This is an optimization exercise on Yosys and OpenROAD, whose aim is small area and a short achievable clock period, not a production implementation.
Where RTL was checked, it was by simulation tests only, not by an equivalence proof against the original.
For run 1, only the layout was checked, not whether the RTL still works.
No activity file was given, so power comes from the tool's default toggle rates.

## flow/design.v (module list and top-level ports; edited modules follow where they fit)
// module pwl_transform_engine: 942 lines
module pwl_transform_engine (
  input  logic        clock,
  input  logic        rst_n,
  input  logic        tbl_wr,
  input  logic [3:0]  tbl_addr,
  input  logic [11:0] tbl_m,
  input  logic [11:0] tbl_c,
  input  logic        cal_begin,
  output logic        cal_busy,
  output logic        cal_valid,
  input  logic        in_valid,
  input  logic [11:0] indata,
  output logic        out_valid,
  output logic [11:0] outdata
);
  // ...
==> flow/flow/run.sh <==
#!/bin/bash
# The standard layout (standard.sh: unchanged synthesis and ORFS steps) with two changes
# to how the layout is made, both set on make's command line:
# - SETUP_SLACK_MARGIN (flow/margin.txt): ORFS's timing repair aims for this much setup slack
#   at the design's clock period;
# - CTS_ARGS (flow/cts_args.txt): clock tree synthesis options (no dummy loads, buffer list).
# make's full output goes to flow_make.log here; ORFS keeps each step's log under orfs/logs/.
set -euo pipefail
MARGIN=$(cat flow/margin.txt)
CTS=$(cat flow/cts_args.txt)
sed "s|^make -C|make SETUP_SLACK_MARGIN=$MARGIN 'CTS_ARGS=$CTS' -C|" standard.sh > standard_own.sh
bash standard_own.sh > flow_make.log 2>&1
==> flow/flow/cts_args.txt <==
-sink_clustering_enable -repair_clock_nets -dont_use_dummy_load -buf_list sky130_fd_sc_hd__clkbuf_8
==> flow/flow/margin.txt <==
6.5
==> flow/standard.sh <==
#!/bin/bash
# synth_recipe.tcl (not shown) runs the flow's synth.tcl, then flattens the netlist and writes it again
# the make line also repeats each setting of config.mk as NAME=value (left out here)
make -C /OpenROAD-flow-scripts/flow DESIGN_CONFIG=/design/flow/config.mk WORK_HOME=/design/flow/orfs CLKGATE_MAP_FILE= SYNTH_SCRIPT=/design/flow/synth_recipe.tcl "${@:-finish}"
==> flow/config.mk <==
export PLATFORM = sky130hd
export DESIGN_NAME = pwl_transform_engine
export DESIGN_NICKNAME = pwl_transform_engine
export VERILOG_FILES = /design/flow/design.v
export SDC_FILE = /design/flow/constraint.sdc
export NUM_CORES = 4
export LEC_CHECK = 0
export ABC_AREA = 1
export CAP_MARGIN = 20
export CORE_MARGIN = 2
export CORE_UTILIZATION = 60
export SLEW_MARGIN = 20
==> flow/constraint.sdc <==
create_clock -name core_clock -period 10.0 [get_ports {clock}]
set_input_delay 2.0000 -clock core_clock [delete_from_list [all_inputs] [get_ports {clock}]]
set_output_delay 2.0000 -clock core_clock [all_outputs]
set_load 0.01 [all_outputs]
==> run notes, run 1 <==
share of the synthesized area in the top cell type=between 30 and 40%; DP HPWL=139 mm; H-Tree Depth=4; share of post-route cells with drive strength above 1=between 10% and 20%; Worst Min Path Start=sr_q[115]; sequential cell area share=between 40% and 50%; last weighted congestion value of the routability-driven placer=1.01; worst-case clock buffer depth=3; FF-to-FF setup slack=between 6 and 7 ns; global-route congestion overflow total=0; ranking of synthesized cells by area=sky130_fd_sc_hd__dfxtp_1 (33%), sky130_fd_sc_hd__edfxtp_1 (21%), sky130_fd_sc_hd__nand2_1 (8.1%); via count normalized by instance count=around 6.4; type of the worst setup path=flip-flop to flip-flop; worst setup margin=roughly 6.3 ns; primary flip-flop cell chosen by synthesis mapping=sky130_fd_sc_hd__dfxtp_1; clock latency at the later pin of the worst-skew pair=0.92 ns; synthesized-area fraction occupied by ao, oa, aoi and oai cells=15.4%; status=finished clean; full die area=98,900 µm²; Pint=0.00780 W; worst ir drop on vdd=0.140 mV; met3 routing resource usage after global routing=13.1%; sequential fraction of design power=59.0%; FP Rows=113; Pwr per Cell Area=approximately 150 nW/µm²; drt first pass iters=8; cell family with most CP delay=compound AO/OA/AOI/OAI gates; multiplexer share of the synthesized area=0.0195%; final period demand of the worst path=~3.7 ns; post-synthesis sequential element count=roughly 1,400; Layout clock area frac=4.45%; number of sequential cells=between 1,000 and 1,500; count of non-CTS buffers in the layout=331
==> run 2: changes to the inputs <==
--- a/flow/design.v
+++ b/flow/design.v
@@ -8,86 +8,89 @@
   input  logic        cal_begin,
   output logic        cal_busy,
   output logic        cal_valid,
   input  logic        in_valid,
   input  logic [11:0] indata,
   output logic        out_valid,
   output logic [11:0] outdata
 );
-  logic        busy_q, pre_0_q, pre_a_q, pre_b_q, pre_c_q, div_q, finm_q, holdm_q, fin_q, hold_q;
+  logic        busy_q, pre_0_q, pre_a_q, pre_b_q, pre_c_q, div_q, finm_q, fin_q, hold_q;
   logic        vm_q, valid_q;
   logic [3:0]  cnt_q, seg_q;
-  logic [15:0] rsel_q, rsg_q;
+  logic [15:0] rsel_q;
   logic        start, seg_end, last_seg, adv, radv;
   assign start    = cal_begin & ~busy_q;
   assign seg_end  = div_q & (cnt_q == 4'd11);
   assign last_seg = seg_q == 4'd14;
   assign adv      = pre_b_q | (div_q & (cnt_q == 4'd10));
-  assign radv     = pre_0_q | (div_q & (cnt_q == 4'd8));
+  assign radv     = pre_a_q | (div_q & (cnt_q == 4'd9));
   always_ff @(posedge clock or negedge rst_n) begin
     if (!rst_n) begin
       busy_q  <= 1'b0;
       pre_0_q <= 1'b0;
       pre_a_q <= 1'b0;
       pre_b_q <= 1'b0;
       pre_c_q <= 1'b0;
       div_q   <= 1'b0;
       finm_q  <= 1'b0;
-      holdm_q <= 1'b1;
       fin_q   <= 1'b0;
       hold_q  <= 1'b1;
       vm_q    <= 1'b0;
       valid_q <= 1'b0;
       cnt_q   <= '0;
       seg_q   <= '0;
     end else begin
       pre_0_q <= start;
       pre_a_q <= pre_0_q;
       pre_b_q <= pre_a_q;
       pre_c_q <= pre_b_q;
       if (pre_c_q)                  div_q <= 1'b1;
       else if (seg_end && last_seg) div_q <= 1'b0;
       finm_q  <= div_q & last_seg & (cnt_q == 4'd10);
-      holdm_q <= ~(div_q & last_seg & (cnt_q == 4'd10));
       fin_q   <= finm_q;
       hold_q  <= ~finm_q;
       if (start)      busy_q <= 1'b1;
       else if (fin_q) busy_q <= 1'b0;
       if (finm_q) vm_q <= 1'b1;
       if (fin_q)  valid_q <= 1'b1;
       if (div_q) cnt_q <= seg_end ? 4'd0 : cnt_q + 4'd1;
       if (start)        seg_q <= '0;
       else if (seg_end) seg_q <= seg_q + 4'd1;
     end
   end
   logic [11:0] pm_q [16];
   logic [11:0] pc_q [16];
   logic [15:0] pv_q;
   always_ff @(posedge clock or negedge rst_n) begin
     if (!rst_n) pv_q <= '0;
+    else if (pre_0_q) pv_q <= '1;
     else if (tbl_wr && !busy_q) pv_q[tbl_addr] <= 1'b1;
   end
+  logic [11:0] wm, wc;
+  assign wm = tbl_m & {12{~busy_q}};
+  assign wc = tbl_c & {12{~busy_q}};
   always_ff @(posedge clock) begin
-    if (tbl_wr && !busy_q) begin
-      pm_q[tbl_addr] <= tbl_m;
-      pc_q[tbl_addr] <= tbl_c;
+    for (int i = 0; i < 16; i++) begin
+      if ((tbl_wr && !busy_q && tbl_addr == 4'(i)) || (pre_0_q && !pv_q[i])) begin
+        pm_q[i] <= wm;
+        pc_q[i] <= wc;
+      end
     end
   end
   always_ff @(posedge clock) begin
     if (start)     rsel_q <= 16'd1;
     else if (radv) rsel_q <= {rsel_q[14:0], rsel_q[15]};
-    rsg_q <= rsel_q & pv_q;
   end
   logic [11:0] rd_m, rd_c, rd_m_q, rd_c_q, pr_m_q, pr_c_q;
   always_comb begin
     rd_m = '0;
     rd_c = '0;
     for (int i = 0; i < 16; i++) begin
-      if (rsg_q[i]) begin
+      if (rsel_q[i]) begin
         rd_m = rd_m | pm_q[i];
         rd_c = rd_c | pc_q[i];
       end
     end
   end
   always_ff @(posedge clock) begin
     rd_m_q <= rd_m;
     rd_c_q <= rd_c;
@@ -138,18 +141,18 @@
   end
   logic [179:0] sr_q;
   always_ff @(posedge clock) sr_q <= {sr_q[178:0], bit_in};
   logic [11:0] am_q [16];
   logic [11:0] ac_q [16];
   logic [11:0] as_q [15];
   always_ff @(posedge clock) begin
     for (int i = 0; i < 16; i++) begin
-      am_q[i] <= (pm_q[i] & {12{finm_q & pv_q[i]}}) | (am_q[i] & {12{holdm_q}});
-      ac_q[i] <= (pc_q[i] & {12{fin_q & pv_q[i]}}) | (ac_q[i] & {12{hold_q}});
+      if (finm_q) am_q[i] <= pm_q[i];
+      if (fin_q)  ac_q[i] <= pc_q[i];
     end
     for (int i = 0; i < 15; i++)
       as_q[i] <= (sr_q[12*(14-i) +: 12] & {12{fin_q}}) | (as_q[i] & {12{hold_q}});
   end
   logic        v1_q, v2_q, v3_q;
   logic [11:0] x_q, m_q;
   logic [15:0] ge_x, top, sel1, sel_q;
   logic        zs_q;
==> flow/flow/margin.txt (replaced) <==
6.4
==> run 2 against run 1 <==
Via count decreased by 14%. Register-to-register slack barely moved. Synthesized cell count decreased by 13%. Critical path depth increased by 6. Critical path type unchanged.
==> run notes, run 2 <==
post-place setup slack=4.48 ns (was 4.64 ns); count of synthesis-stage warnings from yosys=7 (was 5); Post-synth top cells=sky130_fd_sc_hd__nand2_1 (1,399), sky130_fd_sc_hd__edfxtp_1 (793), sky130_fd_sc_hd__dfxtp_1 (559), sky130_fd_sc_hd__inv_1 (417), sky130_fd_sc_hd__nand3_1 (343) (was sky130_fd_sc_hd__nand2_1 (1,251), sky130_fd_sc_hd__dfxtp_1 (959), sky130_fd_sc_hd__inv_1 (698), sky130_fd_sc_hd__nand3_1 (431), sky130_fd_sc_hd__o21ai_0 (415)); top fanout value on the critical path=21 (was 11); vias in the first global route=39,624 (was 45,428); Post-layout nets=5,736 (was 6,585); number of DRC markers in iteration 0=5,220 (was 7,144); maximum number of pins on one net before global-route repair=171 (was 104); Final Cycle Share=36.8% (was 36.9%); arrival time reported for the critical path endpoint=4.38 ns (was 4.24 ns); final routed DRC violation total=0 (unchanged); number of clock sinks=1,390 (was 1,407); number of max-cap violations=0 (unchanged); clock latency at the later pin of the worst-skew pair=0.88 ns (was 0.92 ns); worst min-delay path category=flip-flop to flip-flop (unchanged); count of different cell masters after synthesis=60 (was 70); CTS root buf=sky130_fd_sc_hd__clkbuf_8 (unchanged); width of the chip=312 µm (was 314 µm); last weighted congestion value of the routability-driven placer=1.01 (about the same); cts bufs inserted=208 (was 213); number of primary I/O pins=60 (unchanged); ranking of synthesized cells by area=sky130_fd_sc_hd__edfxtp_1 (42%), sky130_fd_sc_hd__dfxtp_1 (20%), sky130_fd_sc_hd__nand2_1 (9.2%) (was sky130_fd_sc_hd__dfxtp_1 (33%), sky130_fd_sc_hd__edfxtp_1 (21%), sky130_fd_sc_hd__nand2_1 (8.1%)); TritonCTS clock tree=done (unchanged); final period demand of the worst path=3.68 ns (was 3.69 ns); Total Routed Length=180 mm (was 213 mm); FP Rows=112 (was 113); vertical die dimension=312 µm (was 314 µm); via count normalized by instance count=6.20 (was 6.39); number of placed instances with taps included=6,445 (was 7,208); slew at the pin closest to its max-slew limit=1.12 ns (was 1.20 ns); drt first pass iters=6 (was 8); post-synthesis instance area=56,900 µm² (was 57,800 µm²); wire length of the first global-routing pass=257 mm (was 302 mm); worst setup margin=6.32 ns (was 6.31 ns); setup violators final=0 (unchanged); cell with the most instances after synthesis=sky130_fd_sc_hd__nand2_1 (unchanged); total negative setup slack=0 ns (unchanged); post-synthesis to final-layout area growth=11.8% (was 13.8%); count of flip-flops with a built-in enable after synthesis=793 (was 409); status=finished clean (unchanged); worst slew margin relative to its limit=25.0% (was 20.2%); data required time at the worst endpoint=10.70 ns (was 10.56 ns); Hold Slack=0.312 ns (was 0.332 ns); number of cells in the finished layout apart from fillers=6,756 (was 7,622); filler cell count in the final layout=7,144 (was 7,556); Pwr per Cell Area=159 nW/µm² (was 151 nW/µm²); share of the yosys chip area belonging to registers=63.2% (was 56.1%); CP startpoint kind=flip-flop (unchanged); Starting Density=60.8% (was 60.7%); global-route congestion overflow total=0 (unchanged); Cells after Synth=5,284 (was 6,102); final-report max-slew violation count=0 (unchanged); core footprint=93,600 µm² (was 95,300 µm²); worst ir drop on vdd=0.132 mV (was 0.140 mV); wire length per cell=26.6 µm (was 27.9 µm); share of post-route cells with drive strength above 1=10.6% (was 12.7%); maximum clock frequency=272 MHz (was 271 MHz); total global routing track utilization=36.2% (was 42.0%); Setup Skew=0.0880 ns (was 0.149 ns); post-synthesis sequential element count=1,390 (was 1,407); share of flip-flops with an asynchronous set or reset after synthesis=2.73% (was 2.77%); Syn Area/Cell=10.8 µm² (was 9.48 µm²); Synthesized Nets=5,519 (was 6,337); leakage power of the design=25.8 nW (was 26.5 nW); antenna violations before repair=3 (was 12); unrepaired setup endpoints after global routing=yes (unchanged); full die area=97,300 µm² (was 98,900 µm²); worst-case clock buffer depth=3 (unchanged); DP HPWL=117 mm (was 139 mm); Hold Fails Final Rpt=0 (unchanged); post-cts hold buffer count=0 (unchanged); crit end category=flip-flop (unchanged); primary flip-flop cell chosen by synthesis mapping=sky130_fd_sc_hd__edfxtp_1 (was sky130_fd_sc_hd__dfxtp_1); most used cells in the layout excluding fill and tap cells=sky130_fd_sc_hd__nand2_1 (1,388), sky130_fd_sc_hd__edfxtp_1 (793), sky130_fd_sc_hd__dfxtp_1 (558), sky130_fd_sc_hd__inv_1 (402), sky130_fd_sc_hd__nand3_1 (335) (was sky130_fd_sc_hd__nand2_1 (1,218), sky130_fd_sc_hd__dfxtp_1 (951), sky130_fd_sc_hd__inv_1 (668), sky130_fd_sc_hd__nand3_1 (416), sky130_fd_sc_hd__edfxtp_1 (409)); via count=41,896 (was 48,708); Clock Pin Slew Worst Setup and Hold Paths=0.06 ns (about the same); type of the worst setup path=flip-flop to flip-flop (unchanged); commonest non-fill, non-tap cell in the layout=sky130_fd_sc_hd__nand2_1 (unchanged); ANT nets after route=0 (unchanged); overall power of the completed layout=0.0101 W (was 0.00995 W); Buffers on Ports=59 (unchanged); share of the synthesized area in the top cell type=41.9% (was 33.2%); largest area contributor in the netlist=sky130_fd_sc_hd__edfxtp_1 (was sky130_fd_sc_hd__dfxtp_1); H-Tree Depth=4 (unchanged)
## run 2: changes by cell type after synthesis, sizes merged, moves of 24 or more
cell / delta
nor2: -50
nand2: +148
o21ai: -248
nand3: -83
clkbuf: -86
o22ai: -118
dfxtp: -400
edfxtp: +384
inv: -274
a32o: -146
a221oi: +26
nand3b: +24
## run 2: cell type report
type                       instances  area (µm²)  area share [%]
inverter                         441        1900            3.00
timing repair inverter            12         100           0.157
clock buffer                     208        2860            4.50
antenna                            3        7.51          0.0118
tap                             1254        1570            2.47
multi-input combinational       3230       19200            30.1
timing repair buffer             218        2010            3.16
sequential                      1390       36000            56.6
## run 2: path summary, 6_finish.rpt
path	from	to	slack (ns)	cells past startpoint
min in group asynchronous	rst_n	valid_q	1.27	2
hold / removal	sr_q[164]	sr_q[165]	0.31	0
setup / recovery	sel_q[8]	r2_q[8]	6.32	11
max in group asynchronous	rst_n	fin_q	8.21	2
hold reg to reg	sr_q[164]	sr_q[165]	0.31	0
setup reg to reg	sel_q[8]	r2_q[8]	6.32	11
## run 2: critical path, cell delays in order (launching register included)
cell and delay [ns]:
sky130_fd_sc_hd__dfxtp_1 0.32, sky130_fd_sc_hd__buf_6 0.29, sky130_fd_sc_hd__inv_1 0.20, sky130_fd_sc_hd__o22ai_1 0.22, sky130_fd_sc_hd__a21oi_1 0.13, sky130_fd_sc_hd__a41oi_1 0.60
sky130_fd_sc_hd__ha_4 0.25, sky130_fd_sc_hd__inv_2 0.11, sky130_fd_sc_hd__o22ai_1 0.31, sky130_fd_sc_hd__xnor2_1 0.15, sky130_fd_sc_hd__fa_1 0.46, sky130_fd_sc_hd__fa_1 0.45
## run 2: layer usage
| layer | share of wire (%) | track usage (%) | up-vias | wire length (µm) |
|---|---|---|---|---|
| li1 | - | - | 18674 | - |
| met1 | 39 | 49.2 | 20133 | 69600 |
| met2 | 45 | 56.7 | 2542 | 80900 |
| met3 | 11 | 7.37 | 545 | 20000 |
| met4 | 5.0 | 16.2 | 2 | 8950 |
| met5 | 0.0072 | 0 | - | 13 |
## run 2: logic make-up after synthesis
group	after synthesis	synth area share (%)
buffers and inverters	669	4.69
flip-flops	1390	63.2
AO/OA/AOI/OAI	827	10.0
AND/OR/NAND/NOR	2118	15.7
adder cells (fa/ha/maj)	190	5.04
XOR/XNOR	90	1.39
## run 2: what timing repair did
item,CTS,global route
resized for setup,160,97
hold endpoints to repair,0,0
pin swaps,23,19
cloned,14,6
buffers inserted,50,27
endpoints found under the setup margin,113,73
## run 2: through the flow
step	area [µm²]	utilization [%]
2_1_floorplan	57100	-
3_3_place_gp	58900	63.0
3_5_place_dp	58900	63.0
4_1_cts	62900	67.2
5_1_grt	63600	67.9
6_report	63600	67.9
## run 2: power breakdown
group	leakage, nW	internal, W	switching [W]
Sequential	12.1	0.00599	0.00000616
Combinational	12.1	0.000138	0.000269
Clock	1.50	0.00182	0.00191
==> run 3: changes to the inputs <==
==> flow/flow/margin.txt (replaced) <==
6.6
==> run 3 against run 2 <==
Routed wire length is 4.9% higher. Sequential share of layout area is 1.7 points lower. Critical path depth rose by 3. Non-clock buffer count rose by 88. Clock-buffer cell count is the same.
==> run notes, run 3 <==
ranking of synthesized cells by area=sky130_fd_sc_hd__edfxtp_1 (42%), sky130_fd_sc_hd__dfxtp_1 (20%), sky130_fd_sc_hd__nand2_1 (9.2%) (unchanged); sequential fraction of design power=59.0% (was 59.2%); hold endpoint=sr_q[2] (was sr_q[165]); post-synthesis instance area=56,900 µm² (unchanged); CTS root buf=sky130_fd_sc_hd__clkbuf_8 (unchanged); Crit Reg-Reg Endpoint=r2_q[12] (was r2_q[8]); Sw Pwr=0.00221 W (was 0.00218 W); FP Rows=112 (unchanged); Hold Slack=0.297 ns (was 0.312 ns); ANT nets after route=0 (unchanged); width of the chip=312 µm (unchanged); Critical-path top delay cell=sky130_fd_sc_hd__fa_2 (was sky130_fd_sc_hd__a41oi_1); last weighted congestion value of the routability-driven placer=1.00 (was 1.01); Clock Pin Slew Worst Setup and Hold Paths=0.06 ns (about the same); cts bufs inserted=208 (unchanged); via count=42,861 (was 41,896); worst setup margin=6.42 ns (was 6.32 ns); worst-case clock buffer depth=3 (unchanged); worst min-delay path category=flip-flop to flip-flop (unchanged); number of DRC markers in iteration 0=5,804 (was 5,220); DP HPWL=117 mm (about the same); vias in the first global route=40,135 (was 39,624); drt first pass iters=7 (was 6); Post-DP Area=59,000 µm² (was 58,900 µm²); Final Cycle Share=35.8% (was 36.8%); cell with the most instances after synthesis=sky130_fd_sc_hd__nand2_1 (unchanged); commonest non-fill, non-tap cell in the layout=sky130_fd_sc_hd__nand2_1 (unchanged); worst r2r path cells=14 (was 11); share of post-route cells with drive strength above 1=16.0% (was 10.6%); final routed DRC violation total=0 (unchanged); slew at the pin closest to its max-slew limit=1.20 ns (was 1.12 ns); worst hold path cell count=0 (unchanged); total negative setup slack=0 ns (unchanged); primary flip-flop cell chosen by synthesis mapping=sky130_fd_sc_hd__edfxtp_1 (unchanged); full die area=97,300 µm² (unchanged); most used cells in the layout excluding fill and tap cells=sky130_fd_sc_hd__nand2_1 (1,313), sky130_fd_sc_hd__edfxtp_1 (793), sky130_fd_sc_hd__dfxtp_1 (543), sky130_fd_sc_hd__inv_1 (385), sky130_fd_sc_hd__nand3_1 (316) (was sky130_fd_sc_hd__nand2_1 (1,388), sky130_fd_sc_hd__edfxtp_1 (793), sky130_fd_sc_hd__dfxtp_1 (558), sky130_fd_sc_hd__inv_1 (402), sky130_fd_sc_hd__nand3_1 (335)); WP buf/inv=5 (was 3); count of different cell masters after synthesis=60 (unchanged); largest area contributor in the netlist=sky130_fd_sc_hd__edfxtp_1 (unchanged); crit-path cells=buf_12 > nand2_2 > nand4_1 > nor3_2 > nand3_4 > buf_6 > o21ai_4 > buf_6 > clkinvlp_4 > nand3_1 > nand2_1 > fa_2 > inv_2 > fa_2 (was buf_6 > inv_1 > o22ai_1 > a21oi_1 > a41oi_1 > ha_4 > inv_2 > o22ai_1 > xnor2_1 > fa_1 > fa_1); type of the worst setup path=flip-flop to flip-flop (unchanged); number of clock sinks=1,390 (unchanged); post-cts hold buffer count=0 (unchanged); Synthesized Nets=5,519 (unchanged); number of max-cap violations=0 (unchanged); Worst Min Path Start=sr_q[1] (was sr_q[164]); H-Tree Depth=4 (unchanged); power share of the combinational group=4.2% (was 4.0%); wire length of the first global-routing pass=263 mm (was 257 mm); Pint=0.00796 W (was 0.00795 W); share of flip-flops with an asynchronous set or reset after synthesis=2.73% (unchanged); number of cells in the finished layout apart from fillers=6,846 (was 6,756); Total Routed Length=188 mm (was 180 mm); portion of total power attributed to the clock network=36.8% (about the same); cell area after layout=65,700 µm² (was 63,600 µm²); count of flip-flops with a built-in enable after synthesis=793 (unchanged); maximum number of pins on one net before global-route repair=91 (was 171); TritonCTS clock tree=done (unchanged); Post-layout nets=5,827 (was 5,736); worst ir drop on vdd=0.141 mV (was 0.132 mV); count of synthesis-stage warnings from yosys=7 (unchanged); arrival time reported for the critical path endpoint=4.36 ns (was 4.38 ns); Setup Skew=0.0991 ns (was 0.0880 ns); post-synthesis sequential element count=1,390 (unchanged); Worst R2R Start=sel_q[13] (was sel_q[8]); vertical die dimension=312 µm (unchanged); switching share of power=21.7% (was 21.6%); Buffers on Ports=59 (unchanged); core footprint=93,600 µm² (unchanged); top fanout value on the critical path=6 (was 21); cell family with most CP delay=simple AND/OR/NAND/NOR gates (was compound AO/OA/AOI/OAI gates); share of the yosys chip area belonging to registers=63.2% (unchanged); global-route congestion overflow total=0 (unchanged); post-synthesis to final-layout area growth=15.4% (was 11.8%); unrepaired setup endpoints after global routing=yes (unchanged); final period demand of the worst path=3.58 ns (was 3.68 ns); antenna violations before repair=5 (was 3); number of primary I/O pins=60 (unchanged); setup violators final=0 (unchanged); Cells after Synth=5,284 (unchanged); post-place setup slack=4.47 ns (was 4.48 ns); data required time at the worst endpoint=10.77 ns (was 10.70 ns); FF-to-FF setup slack=6.42 ns (was 6.32 ns); Syn Area/Cell=10.8 µm² (unchanged); final-report max-slew violation count=0 (unchanged); number of placed instances with taps included=6,446 (was 6,445); filler cell count in the final layout=6,983 (was 7,144); maximum clock frequency=279 MHz (was 272 MHz); wire length per cell=27.5 µm (was 26.6 µm); leakage power of the design=26.5 nW (was 25.8 nW); clock latency at the later pin of the worst-skew pair=0.91 ns (was 0.88 ns); maximum single-stage delay on the critical path=0.55 ns (was 0.60 ns); crit end category=flip-flop (unchanged); CP startpoint kind=flip-flop (unchanged); total global routing track utilization=37.2% (was 36.2%); via count normalized by instance count=6.26 (was 6.20); Hold Fails Final Rpt=0 (unchanged); worst slew margin relative to its limit=19.7% (was 25.0%); status=finished clean (unchanged); Pwr per Cell Area=155 nW/µm² (was 159 nW/µm²); share of the synthesized area in the top cell type=41.9% (unchanged); Post-synth top cells=sky130_fd_sc_hd__nand2_1 (1,399), sky130_fd_sc_hd__edfxtp_1 (793), sky130_fd_sc_hd__dfxtp_1 (559), sky130_fd_sc_hd__inv_1 (417), sky130_fd_sc_hd__nand3_1 (343) (unchanged); Starting Density=60.8% (unchanged)
==> run 3: layout make-up <==
class	instances	area, µm²	area share, %
sequential	1390	36000	54.8
inverter	441	1920	2.93
timing repair inverter	10	85.1	0.130
multi-input combinational	3235	20200	30.7
antenna	2	5.00	0.00762
clock buffer	208	2860	4.36
timing repair buffer	306	3020	4.59
tap	1254	1570	2.39
==> run 3: timing repair <==
action / 4_1_cts / 5_1_grt
cloned: 21 / 17
gates resized for setup: 328 / 279
buffers inserted: 82 / 67
endpoints found under the setup margin: 130 / 243
pin swaps: 53 / 102
==> run 3: kinds of logic (layout without fill, tap and decap cells) <==
logic type / count (synthesis) / count (layout) / share of synthesized area, %
xor+xnor: 90 / 90 / 1.39
fa+ha+maj: 190 / 190 / 5.04
flops: 1390 / 1390 / 63.2
compound gates: 827 / 827 / 10.0
simple gates: 2118 / 2128 / 15.7
buf+inv: 669 / 965 / 4.69
other cells: 0 / 2 / 0
==> run 3: worst max path at each step <==
stage,from,to,slack [ns],cells past startpoint
4_1_cts,busy_q,cal_busy,6.51,1
3_5_place_dp,indata[1],m_q[11],4.47,18
2_1_floorplan,tbl_addr[0],pc_q[12][0],5.98,4
3_3_place_gp,indata[1],m_q[10],4.57,18
6_report,sel_q[13],r2_q[12],6.42,14
5_1_grt,sel_q[13],r2_q[11],6.41,14
==> run 3: layer usage <==
metal	track usage [%]	routed length, µm
met4	15.2	9900
met5	0	46
met1	50.6	71700
met3	8.72	22900
met2	58.0	83800
==> run 3: power groups by stage <==
stage	Clock [W]	Sequential (W)	Combinational, W
after floorplan	0	0.00611	0.000208
after global placement	0	0.00612	0.000297
after detailed placement	0	0.00612	0.000300
after CTS	0.00377	0.00600	0.000378
after global routing	0.00401	0.00599	0.000451
final	0.00374	0.00600	0.000430
==> run 3: per-stage QoR <==
| stage | utilization, % | total power, W |
|---|---|---|
| final | 70.1 | 0.0102 |
| after global routing | 70.1 | 0.0105 |
| after CTS | 68.2 | 0.0101 |
| after global placement | 63.1 | 0.00641 |
| after floorplan | - | 0.00632 |
| after detailed placement | 63.1 | 0.00642 |
==> run 4: changes to the inputs <==
==> flow/flow/margin.txt (replaced) <==
6.5
==> run 4 against run 3 <==
Still clean on timing, DRC and antenna. Synthesized area is the same. Global-route usage shrank 0.31 points. Sequential share of layout area is 0.89 points higher. Critical path depth decreased by 12. Synthesized cell count unchanged. Clock skew rose by 0.015 ns. First-iteration DRC count grew 7.6%. Critical path type is now flip-flop to output pin.
==> run notes, run 4 <==
Hold Fails Final Rpt=0 (unchanged); cts bufs inserted=207 (was 208); Post-synth top cells=sky130_fd_sc_hd__nand2_1 (1,399), sky130_fd_sc_hd__edfxtp_1 (793), sky130_fd_sc_hd__dfxtp_1 (559), sky130_fd_sc_hd__inv_1 (417), sky130_fd_sc_hd__nand3_1 (343) (unchanged); worst slew margin relative to its limit=13.9% (was 19.7%); post-synthesis sequential element count=1,390 (unchanged); Worst Min Path Start=sr_q[0] (was sr_q[1]); via count normalized by instance count=6.21 (was 6.26); post-synthesis instance area=56,900 µm² (unchanged); vertical die dimension=312 µm (unchanged); FP Rows=112 (unchanged); maximum number of pins on one net before global-route repair=232 (was 91); total negative setup slack=0 ns (unchanged); clock latency at the later pin of the worst-skew pair=0.93 ns (was 0.91 ns); commonest non-fill, non-tap cell in the layout=sky130_fd_sc_hd__nand2_1 (unchanged); primary flip-flop cell chosen by synthesis mapping=sky130_fd_sc_hd__edfxtp_1 (unchanged); metal2 WL=81.6 mm (was 83.8 mm); wire length per cell=27.2 µm (was 27.5 µm); final period demand of the worst path=3.51 ns (was 3.58 ns); Worst R2R Start=sel_q[14] (was sel_q[13]); Final Cycle Share=35.1% (was 35.8%); full die area=97,300 µm² (unchanged); count of different cell masters after synthesis=60 (unchanged); via count=42,239 (was 42,861); Syn Area/Cell=10.8 µm² (unchanged); Buffers on Ports=59 (unchanged); Setup crit start=busy_q (was sel_q[13]); H-Tree Depth=4 (unchanged); crit end category=output pin (was flip-flop); ranking of synthesized cells by area=sky130_fd_sc_hd__edfxtp_1 (42%), sky130_fd_sc_hd__dfxtp_1 (20%), sky130_fd_sc_hd__nand2_1 (9.2%) (unchanged); share of flip-flops with an asynchronous set or reset after synthesis=2.73% (unchanged); final routed DRC violation total=0 (unchanged); Post-DP Area=59,100 µm² (was 59,000 µm²); Routed met1 length=71.0 mm (was 71.7 mm); cell family with most CP delay=flip-flops (was simple AND/OR/NAND/NOR gates); post-synthesis to final-layout area growth=13.5% (was 15.4%); last weighted congestion value of the routability-driven placer=0.993 (was 1.00); Critical-path top delay cell=sky130_fd_sc_hd__dfrtp_2 (was sky130_fd_sc_hd__fa_2); arrival time reported for the critical path endpoint=1.51 ns (was 4.36 ns); Cells after Synth=5,284 (unchanged); DP HPWL=117 mm (about the same); Setup Skew=0.114 ns (was 0.0991 ns); maximum clock frequency=285 MHz (was 279 MHz); number of clock sinks=1,390 (unchanged); leakage power of the design=26.2 nW (was 26.5 nW); share of the yosys chip area belonging to registers=63.2% (unchanged); wire length of the first global-routing pass=260 mm (was 263 mm); final-report max-slew violation count=0 (unchanged); Total Routed Length=185 mm (was 188 mm); type of the worst setup path=flip-flop to output pin (was flip-flop to flip-flop); global-route congestion overflow total=0 (unchanged); WP buf/inv=2 (was 5); WL met3=23.8 mm (was 22.9 mm); number of DRC markers in iteration 0=6,243 (was 5,804); top routing layer used=met5 (unchanged); TritonCTS clock tree=done (unchanged); worst ir drop on vdd=0.129 mV (was 0.141 mV); maximum single-stage delay on the critical path=0.42 ns (was 0.55 ns); share of the synthesized area in the top cell type=41.9% (unchanged); total global routing track utilization=36.9% (was 37.2%); Synthesized Nets=5,519 (unchanged); worst-case clock buffer depth=3 (unchanged); largest area contributor in the netlist=sky130_fd_sc_hd__edfxtp_1 (unchanged); drt first pass iters=7 (unchanged); count of flip-flops with a built-in enable after synthesis=793 (unchanged); Pwr per Cell Area=157 nW/µm² (was 155 nW/µm²); cell with the most instances after synthesis=sky130_fd_sc_hd__nand2_1 (unchanged); number of primary I/O pins=60 (unchanged); most used cells in the layout excluding fill and tap cells=sky130_fd_sc_hd__nand2_1 (1,363), sky130_fd_sc_hd__edfxtp_1 (793), sky130_fd_sc_hd__dfxtp_1 (551), sky130_fd_sc_hd__inv_1 (391), sky130_fd_sc_hd__nand3_1 (325) (was sky130_fd_sc_hd__nand2_1 (1,313), sky130_fd_sc_hd__edfxtp_1 (793), sky130_fd_sc_hd__dfxtp_1 (543), sky130_fd_sc_hd__inv_1 (385), sky130_fd_sc_hd__nand3_1 (316)); core footprint=93,600 µm² (unchanged); setup violators final=0 (unchanged); antenna violations before repair=6 (was 5); Starting Density=60.8% (unchanged); top fanout value on the critical path=2 (was 6); vias in the first global route=39,439 (was 40,135); share of post-route cells with drive strength above 1=13.0% (was 16.0%); width of the chip=312 µm (unchanged); data required time at the worst endpoint=8.00 ns (was 10.77 ns); crit-path cells=buf_12 > buf_6 (was buf_12 > nand2_2 > nand4_1 > nor3_2 > nand3_4 > buf_6 > o21ai_4 > buf_6 > clkinvlp_4 > nand3_1 > nand2_1 > fa_2 > inv_2 > fa_2); unrepaired setup endpoints after global routing=yes (unchanged); slew at the pin closest to its max-slew limit=1.29 ns (was 1.20 ns); CP startpoint kind=flip-flop (unchanged); Clock Pin Slew Worst Setup and Hold Paths=0.06 ns (about the same); cell area after layout=64,600 µm² (was 65,700 µm²); number of max-cap violations=0 (unchanged); ANT nets after route=0 (unchanged); Post-layout nets=5,783 (was 5,827); count of synthesis-stage warnings from yosys=7 (unchanged); CTS root buf=sky130_fd_sc_hd__clkbuf_8 (unchanged); status=finished clean (unchanged); worst min-delay path category=flip-flop to flip-flop (unchanged)
run 4: per-layer routing:
layer / track usage, % / vias up
met4: 15.0 / 2
met3: 9.04 / 476
met5: 0 / -
li1: - / 18758
met2: 56.4 / 2738
met1: 51.0 / 20265
run 4: final timing paths:
kind,to,slack (ns),depth (start not counted)
max in group asynchronous,fin_q,8.22,2
setup reg to reg,r2_q[12],6.52,16
min in group asynchronous,v1_q,1.22,2
hold / removal,sr_q[1],0.30,0
setup / recovery,cal_busy,6.49,2
hold reg to reg,sr_q[1],0.30,0
run 4: repair_timing:
item,in CTS,in global routing
pin swaps,32,65
setup buffers,62,57
gates cloned,15,12
hold buffers,0,0
endpoints found under the setup margin,142,146
resized for setup,220,183
run 4: final cells by class:
class | count | area [µm²]
Sequential cell | 1390 | 36000
Fill cell | 7049 | 29000
Multi-Input combinational cell | 3231 | 19600
Clock buffer | 207 | 2850
Timing Repair Buffer | 268 | 2640
Inverter | 441 | 1890
Tap cell | 1254 | 1570
Timing Repair inverter | 9 | 75.1
Antenna cell | 3 | 7.51
run 4: kinds of logic after synthesis:
| kind of cell | synth area share [%] |
|---|---|
| AOI/OAI and AO/OA | 10.0 |
| xor gates and xnor gates | 1.39 |
| adders and majority gates | 5.04 |
| buffers and inverters | 4.69 |
| DFF | 63.2 |
| and+or+nand+nor | 15.7 |
run 4: power breakdown:
part / switching, W / internal, W
Clock: 0.00193 / 0.00181
Sequential: 0.00000583 / 0.00599
Combinational: 0.000279 / 0.000142
Total: 0.00221 / 0.00794
run 4: through the flow:
step	hold WS (ns)	utilization (%)	total power, W	cells	setup WS [ns]
6_report	0.300	69.0	0.0102	6803	6.49
5_1_grt	0.294	69.0	0.0104	6801	6.40
4_1_cts	0.291	67.7	0.0101	6731	6.43
3_5_place_dp	0.335	63.1	0.00642	6447	4.33
3_3_place_gp	0.335	63.1	0.00642	6446	4.41
2_1_floorplan	0.331	-	0.00632	5284	5.98

separate check: timing with driven ports:
In the flow no input, the clock included, has a driving cell. The finished layouts below were timed again as built, in two steps. Step 1 (the two cells are an assumption about what drives the block):
set clk [get_ports {clock}]
set_driving_cell -lib_cell sky130_fd_sc_hd__clkbuf_16 $clk
set_driving_cell -lib_cell sky130_fd_sc_hd__buf_2 [delete_from_list [all_inputs] $clk]
Step 2, shift: input delay + t, output delay - t, t = (earliest + latest rising clock arrival at the registers) / 2. This alone moves slack from input paths to output paths. Three values: ideal, step 1, step 2; two values: the first two.
| run | t (ns) | slack for setup (ns) | worst data-port slew with drivers (ns) | cell pins on the clock port's net |
|---|---|---|---|---|
| run 1 | 0.918 | 6.313 / 6.313 / 5.716 | 0.15 | 1 |
| run 2 | 0.901 | 6.320 / 6.320 / 5.628 | 0.06 | 1 |
| run 3 | 0.934 | 6.419 / 6.419 / 5.733 | 0.09 | 1 |
| run 4 | 0.932 | 6.485 / 6.416 / 5.670 | 0.09 | 1 |
After both steps setup and hold are still met in every run listed. The setup slack of run 4, which loses most, moves by -0.069 ns with the drivers and by -0.815 ns with both steps.
